This design comes from an exercise in tuning for small area, a short achievable clock period and few clock cycles on the open sky130 flow, not from production work.
At most, simulation tests tie the RTL to the original design; equivalence was not proved.
Power and IR drop assume default switching activity.

==> amber: inputs <==
==> flow/design.v <==
module lgappg_sched #(
   parameter int W_WORDS = 8,
   parameter int H_ROWS  = 8
) (
   input  logic         clk,
   input  logic         rst,
   input  logic         start,
   output logic         busy,
   output logic         done,
   input  logic         in_valid,
   output logic         in_ready,
   input  logic [63:0]  in_data,
   output logic         win_valid,
   input  logic         win_ready,
   output logic [575:0] win_data,
   output logic         win_odd
);
   localparam int NW = W_WORDS * H_ROWS;
   localparam int S  = 2 * W_WORDS + 3;
   localparam int XW = $clog2(W_WORDS);
   localparam int YW = $clog2(H_ROWS);
   localparam int PW = XW + YW;
   localparam logic [PW-1:0] LAST_IDX = PW'(NW - 1);
   localparam logic [PW-1:0] PRE_LOAD = PW'(W_WORDS);
   localparam logic [XW-1:0] X_LAST   = XW'(W_WORDS - 1);
   localparam logic [YW-1:0] Y_LAST   = YW'(H_ROWS - 1);
   logic            run_q, flush_q, busy_q, done_q, wv_q, odd_q;
   logic            prime_q;     
   logic            last_q;      
   logic            wvn_q;       
   logic            more_q;      
   logic [PW-1:0]   in_cnt_q;    
   logic [YW-1:0]   row_q;       
   logic [XW-1:0]   col_q;
   localparam int KR = 4;
   logic [KR-1:0][8:0] kill_q;   
   logic [8:0]      n_kill, c_kill;
   logic [S-1:0][63:0] store_q;  
   logic slot_free, acc, shift, load, hs, last_hs, wrap;
   logic n_up, n_dn, n_lf, n_rt, c_up, c_dn, c_lf, c_rt;
   assign slot_free = wvn_q || win_ready;
   assign acc       = run_q && in_valid && slot_free;
   assign shift     = slot_free && ((run_q && in_valid) || more_q);
   assign load      = shift && (flush_q || prime_q);
   assign hs        = wv_q && win_ready;
   assign last_hs   = hs && last_q;
   assign wrap = (col_q == X_LAST);
   assign n_lf = wrap;
   assign n_rt = (col_q == X_LAST - XW'(1));
   assign n_up = wrap ? (row_q == Y_LAST) : (row_q == '0);
   assign n_dn = wrap ? (row_q == Y_LAST - YW'(1)) : (row_q == Y_LAST);
   always_comb begin
      for (int k = 0; k < 9; k++) begin
         n_kill[k] = ((k / 3 == 0) && n_up) || ((k / 3 == 2) && n_dn) ||
                     ((k % 3 == 0) && n_lf) || ((k % 3 == 2) && n_rt);
         c_kill[k] = ((k / 3 == 0) && c_up) || ((k / 3 == 2) && c_dn) ||
                     ((k % 3 == 0) && c_lf) || ((k % 3 == 2) && c_rt);
      end
   end
   always_ff @(posedge clk) begin
      kill_q[0] <= load ? n_kill : c_kill;
      kill_q[1] <= (load || !wv_q) ? n_kill : c_kill;
      kill_q[2] <= load ? n_kill : (wv_q ? c_kill : 9'h000);
      kill_q[3] <= load ? n_kill : (wv_q ? c_kill : 9'h1ff);
   end
   assign c_lf = (col_q == '0);
   assign c_rt = wrap;
   assign c_up = (row_q == '0);
   assign c_dn = (row_q == Y_LAST);
   always_ff @(posedge clk) begin
      if (shift) begin
         store_q[0] <= ~in_data;
         for (int j = 1; j < S; j++) store_q[j] <= store_q[j-1];
      end
   end
   always_ff @(posedge clk) begin
      if (load) begin
         odd_q  <= row_q[0] ^ wrap;
         last_q <= (row_q == Y_LAST) && n_rt;
         col_q  <= col_q + XW'(1);
         if (wrap) row_q <= row_q + YW'(1);
      end
      if (!run_q && !flush_q && !done_q && start) begin
         row_q  <= Y_LAST;
         col_q  <= X_LAST;
         last_q <= 1'b0;
      end
   end
   always_ff @(posedge clk) begin
      if (rst) begin
         run_q    <= 1'b0;
         flush_q  <= 1'b0;
         busy_q   <= 1'b0;
         done_q   <= 1'b0;
         wv_q     <= 1'b0;
         wvn_q    <= 1'b1;
         more_q   <= 1'b0;
         prime_q  <= 1'b0;
         in_cnt_q <= '0;
      end else begin
         done_q <= last_hs;
         if (!run_q && !flush_q && !done_q && start) begin
            run_q    <= 1'b1;
            busy_q   <= 1'b1;
            prime_q  <= 1'b0;
            in_cnt_q <= '0;
         end
         if (acc) begin
            in_cnt_q <= in_cnt_q + PW'(1);
            if (in_cnt_q == PRE_LOAD) prime_q <= 1'b1;
            if (in_cnt_q == LAST_IDX) begin
               run_q   <= 1'b0;
               flush_q <= 1'b1;
               more_q  <= 1'b1;
            end
         end
         if (load && flush_q && (row_q == Y_LAST) && n_rt) more_q <= 1'b0;
         if (last_hs) begin
            flush_q <= 1'b0;
            busy_q  <= 1'b0;
         end
         if (load)    wv_q <= 1'b1;
         else if (hs) wv_q <= 1'b0;
         if (load)    wvn_q <= 1'b0;
         else if (hs) wvn_q <= 1'b1;
      end
   end
   for (genvar k = 0; k < 9; k++) begin : g_win
      localparam int J = W_WORDS + 1 - ((k / 3 - 1) * W_WORDS + (k % 3 - 1));
      for (genvar b = 0; b < 64; b++) begin : g_bit
         assign win_data[64*k + b] = ~(store_q[J][b] | kill_q[b * KR / 64][k]);
      end
   end
   assign in_ready  = run_q && slot_free;
   assign busy      = busy_q;
   assign done      = done_q;
   assign win_valid = wv_q;
   assign win_odd   = odd_q;
endmodule
==> flow/flow/run.sh <==
#!/bin/bash
# Standard layout, but ports buffered with plain buffers and the resizer free to swap footprints.
set -euo pipefail
bash standard.sh MATCH_CELL_FOOTPRINT=0 'BUFFER_PORTS_ARGS=-buffer_cell sky130_fd_sc_hd__buf_1' finish > standard_flow.log 2>&1
==> flow/standard.sh <==
#!/bin/bash
# synth_recipe.tcl (not shown) runs the flow's synth.tcl, then flattens the netlist and writes it again
# the make line also repeats each setting of config.mk as NAME=value (left out here)
make -C /OpenROAD-flow-scripts/flow DESIGN_CONFIG=/design/flow/config.mk WORK_HOME=/design/flow/orfs CLKGATE_MAP_FILE= SYNTH_SCRIPT=/design/flow/synth_recipe.tcl "${@:-finish}"
==> flow/config.mk <==
export PLATFORM = sky130hd
export DESIGN_NAME = lgappg_sched
export DESIGN_NICKNAME = lgappg_sched
export VERILOG_FILES = /design/flow/design.v
export SDC_FILE = /design/flow/constraint.sdc
export NUM_CORES = 4
export LEC_CHECK = 0
export CAP_MARGIN = 20
export CORE_MARGIN = 2
export CORE_UTILIZATION = 70
export CTS_BUF_LIST = sky130_fd_sc_hd__clkbuf_16
export CTS_CLUSTER_DIAMETER = 60
export CTS_CLUSTER_SIZE = 30
export PLACE_DENSITY = 0.75
export SETUP_SLACK_MARGIN = 1.7
export SLEW_MARGIN = 20
==> flow/constraint.sdc <==
create_clock -name core_clock -period 4.0 [get_ports {clk}]
set_input_delay 0.8000 -clock core_clock [delete_from_list [all_inputs] [get_ports {clk}]]
set_output_delay 0.8000 -clock core_clock [all_outputs]
set_load 0.01 [all_outputs]
==> inputs of raven, as changes to amber <==
==> flow/design.v, changed modules only <==
module lgappg_sched #(
   parameter int W_WORDS = 8,
   parameter int H_ROWS  = 8
) (
   input  logic         clk,
   input  logic         rst,
   input  logic         start,
   output logic         busy,
   output logic         done,
   input  logic         in_valid,
   output logic         in_ready,
   input  logic [63:0]  in_data,
   output logic         win_valid,
   input  logic         win_ready,
   output logic [575:0] win_data,
   output logic         win_odd
);
   localparam int NW = W_WORDS * H_ROWS;
   localparam int S  = 2 * W_WORDS + 3;
   localparam int XW = $clog2(W_WORDS);
   localparam int YW = $clog2(H_ROWS);
   localparam int PW = XW + YW;
   localparam logic [PW-1:0] LAST_IDX   = PW'(NW - 1);
   localparam logic [PW-1:0] FIRST_LOAD = PW'(W_WORDS + 1);
   localparam logic [XW-1:0] X_LAST     = XW'(W_WORDS - 1);
   localparam logic [YW-1:0] Y_LAST     = YW'(H_ROWS - 1);
   logic            run_q, flush_q, done_q, wv_q, odd_q;
   logic [PW-1:0]   in_cnt_q;    
   logic [PW-1:0]   pos_q;       
   logic [8:0]      kill_q;      
   logic [S-1:0][63:0] store_q;  
   logic slot_free, acc, shift, load, hs, last_hs;
   logic [PW-1:0] npos;
   logic [YW-1:0] nrow;
   logic [XW-1:0] ncol;
   assign slot_free = !wv_q || win_ready;
   assign acc       = run_q && in_valid && slot_free;
   assign shift     = acc || (flush_q && slot_free && (pos_q != LAST_IDX));
   assign load      = shift && (flush_q || (in_cnt_q >= FIRST_LOAD));
   assign hs        = wv_q && win_ready;
   assign last_hs   = hs && flush_q && (pos_q == LAST_IDX);
   assign npos      = pos_q + PW'(1);
   assign nrow      = npos[PW-1:XW];
   assign ncol      = npos[XW-1:0];
   always_ff @(posedge clk) begin
      if (shift) begin
         store_q[0] <= ~in_data;
         for (int j = 1; j < S; j++) store_q[j] <= store_q[j-1];
      end
   end
   always_ff @(posedge clk) begin
      if (load) begin
         odd_q <= nrow[0];
         for (int k = 0; k < 9; k++) begin
            kill_q[k] <= ((k / 3 == 0) && (nrow == '0)) || ((k / 3 == 2) && (nrow == Y_LAST)) ||
                         ((k % 3 == 0) && (ncol == '0)) || ((k % 3 == 2) && (ncol == X_LAST));
         end
      end
   end
   always_ff @(posedge clk) begin
      if (rst) begin
         run_q    <= 1'b0;
         flush_q  <= 1'b0;
         done_q   <= 1'b0;
         wv_q     <= 1'b0;
         in_cnt_q <= '0;
         pos_q    <= '0;
      end else begin
         done_q <= last_hs;
         if (!run_q && !flush_q && !done_q && start) begin
            run_q    <= 1'b1;
            in_cnt_q <= '0;
            pos_q    <= LAST_IDX;
         end
         if (acc) begin
            in_cnt_q <= in_cnt_q + PW'(1);
            if (in_cnt_q == LAST_IDX) begin
               run_q   <= 1'b0;
               flush_q <= 1'b1;
            end
         end
         if (last_hs) flush_q <= 1'b0;
         if (load) begin
            wv_q  <= 1'b1;
            pos_q <= npos;
         end else if (hs) begin
            wv_q <= 1'b0;
         end
      end
   end
   for (genvar k = 0; k < 9; k++) begin : g_win
      localparam int J = W_WORDS + 1 - ((k / 3 - 1) * W_WORDS + (k % 3 - 1));
      assign win_data[64*k +: 64] = ~(store_q[J] | {64{kill_q[k]}});
   end
   assign in_ready  = run_q && slot_free;
   assign busy      = run_q || flush_q;
   assign done      = done_q;
   assign win_valid = wv_q;
   assign win_odd   = odd_q;
endmodule
==> flow/run.sh (new file) <==
#!/bin/bash
# synth_recipe.tcl (not shown) runs the flow's synth.tcl, then flattens the netlist and writes it again
# the make line also repeats each setting of config.mk as NAME=value (left out here)
make -C /OpenROAD-flow-scripts/flow DESIGN_CONFIG=/design/flow/config.mk WORK_HOME=/design/flow/orfs CLKGATE_MAP_FILE= SYNTH_SCRIPT=/design/flow/synth_recipe.tcl finish
==> flow/config.mk (replaced) <==
export PLATFORM = sky130hd
export DESIGN_NAME = lgappg_sched
export DESIGN_NICKNAME = lgappg_sched
export VERILOG_FILES = /design/flow/design.v
export SDC_FILE = /design/flow/constraint.sdc
export NUM_CORES = 4
export LEC_CHECK = 0
export CAP_MARGIN = 20
export CORE_MARGIN = 2
export CORE_UTILIZATION = 40
export SETUP_SLACK_MARGIN = 1.6
export SLEW_MARGIN = 20
removed: flow/flow/run.sh
removed: flow/standard.sh
==> inputs of pepper, as changes to amber <==
==> flow/design.v, changed modules only <==
module lgappg_sched #(
   parameter int W_WORDS = 8,
   parameter int H_ROWS  = 8
) (
   input  logic         clk,
   input  logic         rst,
   input  logic         start,
   output logic         busy,
   output logic         done,
   input  logic         in_valid,
   output logic         in_ready,
   input  logic [63:0]  in_data,
   output logic         win_valid,
   input  logic         win_ready,
   output logic [575:0] win_data,
   output logic         win_odd
);
   localparam int NW = W_WORDS * H_ROWS;
   localparam int S  = 2 * W_WORDS + 3;
   localparam int XW = $clog2(W_WORDS);
   localparam int YW = $clog2(H_ROWS);
   localparam int PW = XW + YW;
   localparam logic [PW-1:0] LAST_IDX = PW'(NW - 1);
   localparam logic [PW-1:0] PRE_LOAD = PW'(W_WORDS);
   localparam logic [XW-1:0] X_LAST   = XW'(W_WORDS - 1);
   localparam logic [YW-1:0] Y_LAST   = YW'(H_ROWS - 1);
   logic            run_q, flush_q, done_q, wv_q, odd_q;
   logic            prime_q;     
   logic            last_q;      
   logic [PW-1:0]   in_cnt_q;    
   logic [YW-1:0]   row_q;       
   logic [XW-1:0]   col_q;
   logic [8:0]      kill_q;      
   logic [S-1:0][63:0] store_q;  
   logic slot_free, acc, shift, load, hs, last_hs, wrap;
   logic n_up, n_dn, n_lf, n_rt;
   assign slot_free = !wv_q || win_ready;
   assign acc       = run_q && in_valid && slot_free;
   assign shift     = acc || (flush_q && slot_free && !last_q);
   assign load      = shift && (flush_q || prime_q);
   assign hs        = wv_q && win_ready;
   assign last_hs   = hs && last_q;
   assign wrap = (col_q == X_LAST);
   assign n_lf = wrap;
   assign n_rt = (col_q == X_LAST - XW'(1));
   assign n_up = wrap ? (row_q == Y_LAST) : (row_q == '0);
   assign n_dn = wrap ? (row_q == Y_LAST - YW'(1)) : (row_q == Y_LAST);
   always_ff @(posedge clk) begin
      if (shift) begin
         store_q[0] <= ~in_data;
         for (int j = 1; j < S; j++) store_q[j] <= store_q[j-1];
      end
   end
   always_ff @(posedge clk) begin
      if (load) begin
         odd_q  <= row_q[0] ^ wrap;
         last_q <= (row_q == Y_LAST) && n_rt;
         col_q  <= col_q + XW'(1);
         if (wrap) row_q <= row_q + YW'(1);
         for (int k = 0; k < 9; k++) begin
            kill_q[k] <= ((k / 3 == 0) && n_up) || ((k / 3 == 2) && n_dn) ||
                         ((k % 3 == 0) && n_lf) || ((k % 3 == 2) && n_rt);
         end
      end
      if (!run_q && !flush_q && !done_q && start) begin
         row_q  <= Y_LAST;
         col_q  <= X_LAST;
         last_q <= 1'b0;
      end
   end
   always_ff @(posedge clk) begin
      if (rst) begin
         run_q    <= 1'b0;
         flush_q  <= 1'b0;
         done_q   <= 1'b0;
         wv_q     <= 1'b0;
         prime_q  <= 1'b0;
         in_cnt_q <= '0;
      end else begin
         done_q <= last_hs;
         if (!run_q && !flush_q && !done_q && start) begin
            run_q    <= 1'b1;
            prime_q  <= 1'b0;
            in_cnt_q <= '0;
         end
         if (acc) begin
            in_cnt_q <= in_cnt_q + PW'(1);
            if (in_cnt_q == PRE_LOAD) prime_q <= 1'b1;
            if (in_cnt_q == LAST_IDX) begin
               run_q   <= 1'b0;
               flush_q <= 1'b1;
            end
         end
         if (last_hs) flush_q <= 1'b0;
         if (load)    wv_q <= 1'b1;
         else if (hs) wv_q <= 1'b0;
      end
   end
   for (genvar k = 0; k < 9; k++) begin : g_win
      localparam int J = W_WORDS + 1 - ((k / 3 - 1) * W_WORDS + (k % 3 - 1));
      assign win_data[64*k +: 64] = ~(store_q[J] | {64{kill_q[k]}});
   end
   assign in_ready  = run_q && slot_free;
   assign busy      = run_q || flush_q;
   assign done      = done_q;
   assign win_valid = wv_q;
   assign win_odd   = odd_q;
endmodule
==> flow/config.mk (replaced) <==
export PLATFORM = sky130hd
export DESIGN_NAME = lgappg_sched
export DESIGN_NICKNAME = lgappg_sched
export VERILOG_FILES = /design/flow/design.v
export SDC_FILE = /design/flow/constraint.sdc
export NUM_CORES = 4
export LEC_CHECK = 0
export CAP_MARGIN = 20
export CORE_MARGIN = 2
export CORE_UTILIZATION = 40
export SETUP_SLACK_MARGIN = 1.6
export SLEW_MARGIN = 20
==> qor.txt <==
result of the run - complete, no violations
non-filler cells in the finished layout - 3,622
Placement Rows - 89
Synth Area in XOR/XNOR - 0.02115%
slowest CP cell - sky130_fd_sc_hd__dfxtp_4
via count of the routed design - 19,470
clock buffer instance count of the final layout - 57
Num CTS Buffers - 56
post-placement setup slack - 0.9855 ns
cells resized by post-CTS repair - 113
proportion of final cell area spent on non-clock buffers - 6.351%
drt via density - 5.375
final period demand of the worst path - 2.281 ns
number of register bits inferred by synthesis - 1,271
# the run above: amber

==> qor.txt <==
Placement Rows - 116
result of the run - complete, no violations
clock sinks - 1,241
drt via density - 4.708
number of global-route vias before repair - 20,240
length of routed wiring on met1 - 38.56 mm
leakage power of the design - 0.02121 uW
share of cell area taken by multi-input logic gates - 9.109%
final period demand of the worst path - 3.013 ns
Num CTS Buffers - 121
post-placement setup slack - 0.9127 ns
via count of the routed design - 21,030
slowest CP cell - sky130_fd_sc_hd__clkdlybuf4s50_1
cells resized by post-CTS repair - 1,596
CP top delay family - buffers and inverters
clock buffer instance count of the final layout - 154
# the run above: raven

==> qor.txt <==
final period demand of the worst path - 2.604 ns
post-placement setup slack - 1.195 ns
slowest CP cell - sky130_fd_sc_hd__edfxtp_1
cells resized by post-CTS repair - 1,140
Placement Rows - 116
result of the run - complete, no violations
Synth Area in XOR/XNOR - 0.04336%
drt via density - 4.776
# the run above: pepper

Testbench counts of amber, summed over its fixed seeds: cycles 9,728.
No functional check of the RTL was part of raven and pepper.

-- separate check: timing with driven ports --
No port has a modelled driver above. Below, the same layouts with a new extraction and two added sets of constraints.
Step 1: set_driving_cell puts a clkbuf_16 on clk and a buf_2 on each other input, an assumption about the parent block.
Step 2 moves the port delays by t, midway between the first and last clock arrival at a register: inputs arrive t later, outputs are due t later. That takes back most of the time a late clock gives input paths.
Three values: ideal, step 1, step 2; two values: the first two.
| run | t, ns | setup slack, ns | worst setup path at the end | worst data-port slew with drivers (ns) | cell pins on the clock port's net |
|---|---|---|---|---|---|
| amber | 0.690 | 1.719 / 1.661 / 1.174 | input to register | 0.05 | 1 |
| raven | 0.742 | 0.987 / 0.936 / 0.952 | input to register | 0.05 | 1 |
| pepper | 0.728 | 1.396 / 1.343 / 1.409 | input to register | 0.05 | 1 |
After both steps every run listed still meets setup and hold. For amber, which loses most, drivers alone change the setup slack by -0.058 ns; drivers and shift together by -0.545 ns.
